Source: an optimization exercise on an open RTL-to-GDS flow (aim: small area). Production flows keep margins and buffers that such runs may drop.
Where RTL was checked, it was by simulation tests only, not by an equivalence proof against the original.
Power and IR drop assume default switching activity.

## v6
Design map_loader, start of the top module:
module map_loader #(
   parameter int LANES = 5,
   parameter int ROWS  = 100
) (
   input  logic        clk_i,
   input  logic        rst_n_i,
   input  logic        start_i,
   input  logic        in_valid_i,
   output logic        in_ready_o,
   input  logic [2:0]  in_cell_i,
   input  logic        in_last_i,
   output logic        busy_o,
   output logic        done_o,
   output logic        err_o,
   output logic        map_valid_o,
   output logic [10:0] len_o,
   input  logic [2:0]  rd_x_i,
   input  logic [6:0]  rd_y_i,
   output logic [2:0]  rd_state_o,
   output logic [11:0] rd_rgb_o
);
export LEC_CHECK = 0
export ABC_AREA = 1
export CAP_MARGIN = 20
export CORE_MARGIN = 2
export CORE_UTILIZATION = 40
export CTS_BUF_LIST = sky130_fd_sc_hd__clkbuf_8
export CTS_CLUSTER_SIZE = 30
export SLEW_MARGIN = 20
create_clock -name core_clock -period 10.0 [get_ports {clk_i}]
run.sh (not shown) runs the stock make flow with config.mk's settings and CLKGATE_MAP_FILE= SYNTH_SCRIPT=/design/flow/synth_recipe.tcl, a recipe that flattens the netlist after the stock synthesis.
Input-level comparison between v7 and v6:
Settings: CTS_BUF_LIST no longer set, was sky130_fd_sc_hd__clkbuf_8; CTS_CLUSTER_SIZE no longer set, was 30; ABC_AREA no longer set, was 1.
Findings:
[compare] base=v6 new=v7: clock network fraction of design power increased by 1.2 points relative to the old numbers, number of rows created at floorplan has increased. Comparing v7 and v6, the lower number of clock buffers in the layout was measured on v7. Looking at via count, v7 sits 1,707 above v6. Final area on v7 is up relative to v6. Per the comparison of v7 with v6, well-tap cell count has increased, area of combinational cells with multiple inputs increased 14%. Lower core utilization among v7 and v6: v6. Comparing v7 and v6, the lower final cycle utilization of the critical path is on v6. [v7] register fraction of the total cell area fell 3.6 points relative to v6. In the metrics for v7 and v6, the one carrying the higher cell area power density is v7.
Function was not checked in any run of this note: the RTL went through the layout flow alone.

Another version of the RTL of map_loader (not shown whole).
Size in the first run: about 2100 cells after synthesis, roughly 860 flip-flops.
==> flow/config.mk <==
export PLATFORM = sky130hd
export DESIGN_NAME = map_loader
export DESIGN_NICKNAME = map_loader
export VERILOG_FILES = /design/flow/design.v
export SDC_FILE = /design/flow/constraint.sdc
export NUM_CORES = 4
export LEC_CHECK = 0
export CAP_MARGIN = 10
export CORE_MARGIN = 2
export CORE_UTILIZATION = 55
export GPL_TIMING_DRIVEN = 0
export SLEW_MARGIN = 10
==> flow/constraint.sdc <==
create_clock -name core_clock -period 10.0 [get_ports {clk_i}]
set_input_delay 2.0000 -clock core_clock [delete_from_list [all_inputs] [get_ports {clk_i}]]
set_output_delay 2.0000 -clock core_clock [all_outputs]
set_load 0.01 [all_outputs]
standard.sh (not shown) runs the stock make flow with config.mk's settings and CLKGATE_MAP_FILE= SYNTH_SCRIPT=/design/flow/synth_recipe.tcl, a recipe that flattens the netlist after the stock synthesis.
==> flow/flow/run.sh <==
#!/bin/bash
# Own layout flow: the standard ORFS flow, with three changes.
#  1. Synthesis is the standard flow's own script (synth_recipe.tcl) with its combinational mapping
#     changed (see synth_area.tcl): ABC maps for area, and adders are not pre-extracted.
#     Registers are mapped by dfflibmap before this, so they are the standard synthesis's.
#  2. Clock tree synthesis runs without dummy loads, with larger sink clusters (25 sinks,
#     80 um) driven by clkbuf_16 leaf buffers.
#  3. Ports are buffered with buf_1 cells (every input and output still gets its buffer).
# Every tool's output goes to a log file in this work folder (and ORFS's own logs under orfs/).
set -euo pipefail
W=$(pwd)
export FLOW_SYNTH_TCL="$W/synth_recipe.tcl"
export BUFFER_PORTS_ARGS="-buffer_cell sky130_fd_sc_hd__buf_1"
export CTS_ARGS="-sink_clustering_enable -repair_clock_nets -dont_use_dummy_load -buf_list sky130_fd_sc_hd__clkbuf_16 -sink_clustering_size 25 -sink_clustering_max_diameter 80"

make -C "$FLOW_HOME" DESIGN_CONFIG="$W/config.mk" WORK_HOME="$W/orfs" CLKGATE_MAP_FILE= \
   SYNTH_SCRIPT="$W/flow/synth_area.tcl" synth > "$W/synth_make.log" 2>&1
bash "$W/standard.sh" finish > "$W/standard_make.log" 2>&1
test -s "$W/out/final.def"
==> flow/flow/synth_area.tcl <==
# synth_recipe.tcl with two changes to the combinational mapping (registers are mapped by
# dfflibmap before either step, so they are exactly the standard synthesis's):
#  - ABC runs Yosys's default liberty script (area-oriented &nf): drop ORFS's -script, its -D
#    delay target and the -constr file that makes ABC buffer and upsize.
#  - extract_fa is skipped, so adders are left to ABC as plain logic.
proc abc {args} {
   set keep {}
   for {set i 0} {$i < [llength $args]} {incr i} {
      set a [lindex $args $i]
      if {$a eq "-script" || $a eq "-D" || $a eq "-constr"} { incr i; continue }
      lappend keep $a
   }
   yosys abc {*}$keep
}
proc extract_fa {args} { puts "extract_fa skipped" }
source $::env(FLOW_SYNTH_TCL)
Rerun with:
CORE_UTILIZATION = 62   (was 55)
What happened:
- power barely changes
- clock-buffer cell count went down by 1
- design area went down by 0.68%
Rerun with:
--- a/flow/flow/run.sh
+++ b/flow/flow/run.sh
@@ -1,3 +1,3 @@
 #!/bin/bash
-# Own layout flow: the standard ORFS flow, with three changes.
+# Own layout flow: the standard ORFS flow, with two changes.
 #  1. Synthesis is the standard flow's own script (synth_recipe.tcl) with its combinational mapping
@@ -5,5 +5,5 @@
 #     Registers are mapped by dfflibmap before this, so they are the standard synthesis's.
+#  3. Ports are buffered with buf_1 cells.
 #  2. Clock tree synthesis runs without dummy loads, with larger sink clusters (25 sinks,
 #     80 um) driven by clkbuf_16 leaf buffers.
-#  3. Ports are buffered with buf_1 cells (every input and output still gets its buffer).
 # Every tool's output goes to a log file in this work folder (and ORFS's own logs under orfs/).
CORE_UTILIZATION = 55   (was 62)
Effect: Clock power hardly moves. Sequential share of layout area falls by 0.41 points. Cell area rises by 0.68%.
Rerun with:
==> flow/flow/run.sh (replaced) <==
#!/bin/bash
# Own layout flow: the standard ORFS flow, with three changes.
#  1. Synthesis is the standard flow's own script (synth_recipe.tcl) with its combinational mapping
#     changed (see synth_area.tcl): ABC maps for area, and adders are not pre-extracted.
#     Registers are mapped by dfflibmap before this, so they are the standard synthesis's.
#  2. Clock tree synthesis runs without dummy loads, with larger sink clusters (15 sinks,
#     60 um) driven by clkbuf_8 buffers.
#  3. Ports are buffered with buf_1 cells (every input and output still gets its buffer).
# Every tool's output goes to a log file in this work folder (and ORFS's own logs under orfs/).
set -euo pipefail
W=$(pwd)
export FLOW_SYNTH_TCL="$W/synth_recipe.tcl"
export FLOW_ABC_SCRIPT="$W/flow/area.abc"
export BUFFER_PORTS_ARGS="-buffer_cell sky130_fd_sc_hd__buf_1"
export CTS_ARGS="-sink_clustering_enable -repair_clock_nets -dont_use_dummy_load -buf_list sky130_fd_sc_hd__clkbuf_8 -sink_clustering_size 15 -sink_clustering_max_diameter 60"

make -C "$FLOW_HOME" DESIGN_CONFIG="$W/config.mk" WORK_HOME="$W/orfs" CLKGATE_MAP_FILE= \
   SYNTH_SCRIPT="$W/flow/synth_area.tcl" synth > "$W/synth_make.log" 2>&1
bash "$W/standard.sh" finish > "$W/standard_make.log" 2>&1
test -s "$W/out/final.def"
==> flow/flow/area.abc (new file) <==
strash; &get -n; &fraig -x; &put; scorr; dc2; strash; &get -n; &dch -f; &nf -R 1000; &put; strash; &get -n; &dch -f; &nf -R 1000; &put; strash; &get -n; &dch -f; &nf -R 1000; &put; strash; &get -n; &dch -f; &nf -R 1000; &put;
--- a/flow/flow/synth_area.tcl
+++ b/flow/flow/synth_area.tcl
@@ -2,4 +2,5 @@
 # dfflibmap before either step, so they are exactly the standard synthesis's):
-#  - ABC runs Yosys's default liberty script (area-oriented &nf): drop ORFS's -script, its -D
-#    delay target and the -constr file that makes ABC buffer and upsize.
+#  - ABC runs flow/area.abc (Yosys's default liberty script with four rounds of area-oriented
+#    &dch/&nf mapping) in place of ORFS's script; ORFS's -D delay target and the -constr file
+#    that makes ABC buffer and upsize are dropped.
 #  - extract_fa is skipped, so adders are left to ABC as plain logic.
@@ -12,3 +13,3 @@
    }
-   yosys abc {*}$keep
+   yosys abc -script $::env(FLOW_ABC_SCRIPT) {*}$keep
 }
CORE_UTILIZATION = 58   (was 55)
What happened: Global-route usage is higher by 2.1 points; cell count is lower by 1.9%; synthesized cell count is lower by 2.3%; cell area is lower by 1.4%; power is lower by 1.2%; die area is lower by 6.6%; maximum frequency is higher by 2.0%; worst setup slack improved by 0.19 ns; wire length is lower by 4.2%.
Rerun with:
--- a/flow/flow/run.sh
+++ b/flow/flow/run.sh
@@ -5,4 +5,4 @@
 #     Registers are mapped by dfflibmap before this, so they are the standard synthesis's.
-#  2. Clock tree synthesis runs without dummy loads, with larger sink clusters (15 sinks,
-#     60 um) driven by clkbuf_8 buffers.
+#  2. Clock tree synthesis runs without dummy loads, with larger sink clusters (25 sinks,
+#     80 um) driven by clkbuf_16 leaf buffers.
 #  3. Ports are buffered with buf_1 cells (every input and output still gets its buffer).
@@ -14,3 +14,3 @@
 export BUFFER_PORTS_ARGS="-buffer_cell sky130_fd_sc_hd__buf_1"
-export CTS_ARGS="-sink_clustering_enable -repair_clock_nets -dont_use_dummy_load -buf_list sky130_fd_sc_hd__clkbuf_8 -sink_clustering_size 15 -sink_clustering_max_diameter 60"
+export CTS_ARGS="-sink_clustering_enable -repair_clock_nets -dont_use_dummy_load -buf_list sky130_fd_sc_hd__clkbuf_16 -sink_clustering_size 25 -sink_clustering_max_diameter 80"
 
=>
- The new run ran to the end with no violations
- count of clock-buffer cells in the layout came out lower by 27
- register-to-register slack gets worse by 0.05 ns
- die area stays the same
- final area hardly moves
- worst hold slack gets worse by 0.0070 ns
- wire length falls by about 0.5%
- sequential power barely changes
- maximum frequency shrinks by about 1.1%
- non-clock buffer count is lower by 2

## oak
RTL: one of the versions met above, not the one the previous note started from.
Size: roughly 840 flip-flops, ~49 I/O pins, about 31000 um^2 of cells after synthesis.
make LEC_CHECK=0 ABC_AREA=1 CAP_MARGIN=0 CORE_MARGIN=2 CORE_UTILIZATION=40 CTS_BUF_LIST=sky130_fd_sc_hd__clkbuf_4 SLEW_MARGIN=0 finish   # period 10.0 ns
run.sh (not shown) runs the stock make flow with config.mk's settings and CLKGATE_MAP_FILE= SYNTH_SCRIPT=/design/flow/synth_recipe.tcl, a recipe that flattens the netlist after the stock synthesis.
Stock flow here: none of the scripts above is used.
oak | status: complete | timing, DRC, antenna: pass
## Diff of input files: pine against oak
Settings: CTS_BUF_LIST no longer set, was sky130_fd_sc_hd__clkbuf_4; SLEW_MARGIN now 20, was 0; CAP_MARGIN now 20, was 0.
Notes after the runs:
pine went all the way through the flow, and no timing, DRC or antenna check failed. Compared with oak, pine shows a H-tree depth that is 1 lower. Sort oak and pine by met2 demand-to-capacity share in global routing, descending, and oak comes first. Where final hold slack is concerned, oak is outperformed by pine. pine: clock power share 1.9 points above oak. First-pass GRT wire length: pine < oak.
No run of this note included a check of the RTL's function; only the layout flow was run.

## try-xenon
Another version of the RTL of map_loader (not shown whole).
For scale: about 2100 cells after synthesis, ~870 flip-flops, about 49 I/O pins, roughly 26000 sq um of cells after synthesis.
clock: 10.0 ns
lec_check: 0
cap_margin: 10
core_margin: 2
core_utilization: 50
gpl_timing_driven: 0
slew_margin: 10
standard.sh (not shown) runs the stock make flow with config.mk's settings and CLKGATE_MAP_FILE= SYNTH_SCRIPT=/design/flow/synth_recipe.tcl, a recipe that flattens the netlist after the stock synthesis.
==> flow/flow/run.sh <==
#!/bin/bash
# Own layout flow: the standard ORFS flow, with two changes.
#  1. Synthesis is the standard flow's own script (synth_recipe.tcl) with its combinational mapping
#     changed (see synth_area.tcl): ABC maps for area, and adders are not pre-extracted.
#     Registers are mapped by dfflibmap before this, so they are the standard synthesis's.
#  2. Clock tree synthesis runs without dummy loads, with larger sink clusters (25 sinks,
#     80 um) driven by clkbuf_16 leaf buffers.
# Every tool's output goes to a log file in this work folder (and ORFS's own logs under orfs/).
set -euo pipefail
W=$(pwd)
export FLOW_SYNTH_TCL="$W/synth_recipe.tcl"
export CTS_ARGS="-sink_clustering_enable -repair_clock_nets -dont_use_dummy_load -buf_list sky130_fd_sc_hd__clkbuf_16 -sink_clustering_size 25 -sink_clustering_max_diameter 80"

make -C "$FLOW_HOME" DESIGN_CONFIG="$W/config.mk" WORK_HOME="$W/orfs" CLKGATE_MAP_FILE= \
   SYNTH_SCRIPT="$W/flow/synth_area.tcl" synth > "$W/synth_make.log" 2>&1
bash "$W/standard.sh" finish > "$W/standard_make.log" 2>&1
test -s "$W/out/final.def"
==> flow/flow/synth_area.tcl <==
# synth_recipe.tcl with two changes to the combinational mapping (registers are mapped by
# dfflibmap before either step, so they are exactly the standard synthesis's):
#  - ABC runs Yosys's default liberty script (area-oriented &nf): drop ORFS's -script, its -D
#    delay target and the -constr file that makes ABC buffer and upsize.
#  - extract_fa is skipped, so adders are left to ABC as plain logic.
proc abc {args} {
   set keep {}
   for {set i 0} {$i < [llength $args]} {incr i} {
      set a [lindex $args $i]
      if {$a eq "-script" || $a eq "-D" || $a eq "-constr"} { incr i; continue }
      lappend keep $a
   }
   yosys abc {*}$keep
}
proc extract_fa {args} { puts "extract_fa skipped" }
source $::env(FLOW_SYNTH_TCL)
Input changes introduced in try-tundra (baseline for comparison: try-xenon):
- CORE_UTILIZATION changed from 50 to 55
-- flow/flow/run.sh --
<<< try-xenon, line 6
>>> try-tundra, line 6
#  3. Ports are buffered with buf_1 cells.
<<< try-xenon, line 12
>>> try-tundra, line 13
export BUFFER_PORTS_ARGS="-buffer_cell sky130_fd_sc_hd__buf_1"
<<< try-xenon, line 16
bash "$W/standard.sh" finish > "$W/standard_make.log" 2>&1
>>> try-tundra, line 18
bash "$W/standard.sh" MATCH_CELL_FOOTPRINT=0 finish > "$W/standard_make.log" 2>&1
### Flow results
- try-tundra vs try-xenon on logic gate share of total power: try-tundra is the lower one.
- Where total detailed-routing wirelength is concerned, try-xenon is outperformed by try-tundra.
- try-tundra ended with less total cell area at the placement stage than try-xenon.
- Maximum frequency from static timing analysis in try-tundra vs try-xenon: up about 3.8%
- Compared with try-xenon, in try-tundra share of the final layout cell area in sequential cells increased 0.54 points; fraction of cell area in non-clock buffers lower.
- Compared with try-xenon, in try-tundra switching component of the power decreased by 0.85% relative to the old numbers, total number of sequential cells was more or less identical, largest driver fanout on the critical path now sits lower, cell count decreased by about 2.2% relative to the old numbers.
- try-tundra ends up with a end-of-flow core utilization that is 5.4 points higher than in try-xenon.
--- input diff try-tundra..try-raven ---
- SLEW_MARGIN changed from 10 to 0
- CAP_MARGIN changed from 10 to 0
-- flow/flow/run.sh --
<<< try-tundra, line 18
bash "$W/standard.sh" MATCH_CELL_FOOTPRINT=0 finish > "$W/standard_make.log" 2>&1
>>> try-raven, line 18
bash "$W/standard.sh" finish > "$W/standard_make.log" 2>&1
==> comparison <==
- try-raven completed end to end; final checks failed (capacitance limit).
- Delta (try-raven minus try-tundra): final design area excluding fillers closely matched the old numbers, first-pass GRT wire length dropped about 0.9%, buffering overhead level, number of global-route vias before repair saw a decrease.
- Summary — count of filler cells inserted in the layout, try-raven relative to try-tundra: lower, by 1.4%.
- In terms of register share of total power, try-tundra and try-raven differ only marginally.
- try-tundra → try-raven: final cell utilization of the core held steady, critical path depth now smaller.
Changes in try-sierra relative to try-raven:
- CAP_MARGIN now 10, was 0
- SLEW_MARGIN now 10, was 0
## What came out
- Looking at final non-filler cell total across try-sierra and try-raven, the one that comes out higher is try-sierra.
- Relative to try-raven, combinational group power has increased by about 0.5% in try-sierra.
- Diff try-raven..try-sierra | utilization after layout | negligible
- In try-raven the implementation completed, yet the final layout does not meet the checks, the culprit being capacitance limit.
- try-sierra: all stages complete, timing, DRC and antenna checks passed
- Diff try-sierra and try-raven: final net count lower in try-raven
- try-sierra vs try-raven on non-clock buffer count: try-sierra is the higher one.
- Between try-sierra and try-raven, data required time at the worst endpoint is lower for try-raven, try-sierra comes in above that.
- From try-raven to try-sierra the numbers moved as follows: via count neither gained nor lost much; minimum clock period lost 0.43 ns.

==> what the ideal ports hide <==
The results above use ideal ports. As a check the final layouts listed here were re-extracted and re-timed, cells and wires unchanged.
Step 1: set_driving_cell puts a clkbuf_16 on clk_i and a buf_2 on each other input, an assumption about the parent block.
Step 2, shift: input delay + t, output delay - t, t = (earliest + latest rising clock arrival at the registers) / 2. This alone moves slack from input paths to output paths.
Slacks: ideal / step 1 / step 2; pairs: ideal / step 1.
run | t, ns | setup slack, ns | hold WS [ns] | worst register clock-pin slew, ns
v6 | 0.853 | 1.523 / 1.561 / 0.708 | 0.330 / 0.330 / 0.330 | 0.07 / 0.07
v7 | 0.708 | 0.495 / 0.546 / -0.162 | 0.339 / 0.339 / 0.339 | 0.07 / 0.07
the first run of note 2 | 0.614 | 0.214 / 0.246 / -0.368 | 0.319 / 0.319 / 0.319 | 0.10 / 0.10
the second run of note 2 | 0.634 | 0.350 / 0.383 / -0.251 | 0.295 / 0.295 / 0.295 | 0.11 / 0.11
the third run of note 2 | 0.614 | 0.214 / 0.246 / -0.368 | 0.319 / 0.319 / 0.319 | 0.10 / 0.10
the fourth run of note 2 | 0.701 | 0.403 / 0.443 / -0.258 | 0.319 / 0.319 / 0.319 | 0.10 / 0.10
the fifth run of note 2 | 0.628 | 0.298 / 0.339 / -0.289 | 0.312 / 0.312 / 0.312 | 0.10 / 0.10
oak | 1.153 | 1.911 / 1.954 / 0.801 | 0.321 / 0.321 / 0.321 | 0.08 / 0.08
pine | 0.692 | 1.391 / 1.432 / 0.740 | 0.330 / 0.330 / 0.330 | 0.07 / 0.07
try-xenon | 0.618 | 0.936 / 0.967 / 0.349 | 0.300 / 0.300 / 0.300 | 0.10 / 0.10
try-tundra | 0.626 | 1.264 / 1.303 / 0.677 | 0.316 / 0.316 / 0.316 | 0.10 / 0.10
try-raven | 0.623 | 1.009 / 1.044 / 0.421 | 0.309 / 0.309 / 0.309 | 0.10 / 0.10
try-sierra | 0.632 | 1.439 / 1.474 / 0.842 | 0.306 / 0.306 / 0.306 | 0.10 / 0.10
With both steps, setup timing fails in 6 of these runs, where it was met with ideal ports. For oak, which loses most, drivers alone change the setup slack by +0.043 ns; drivers and shift together by -1.110 ns.
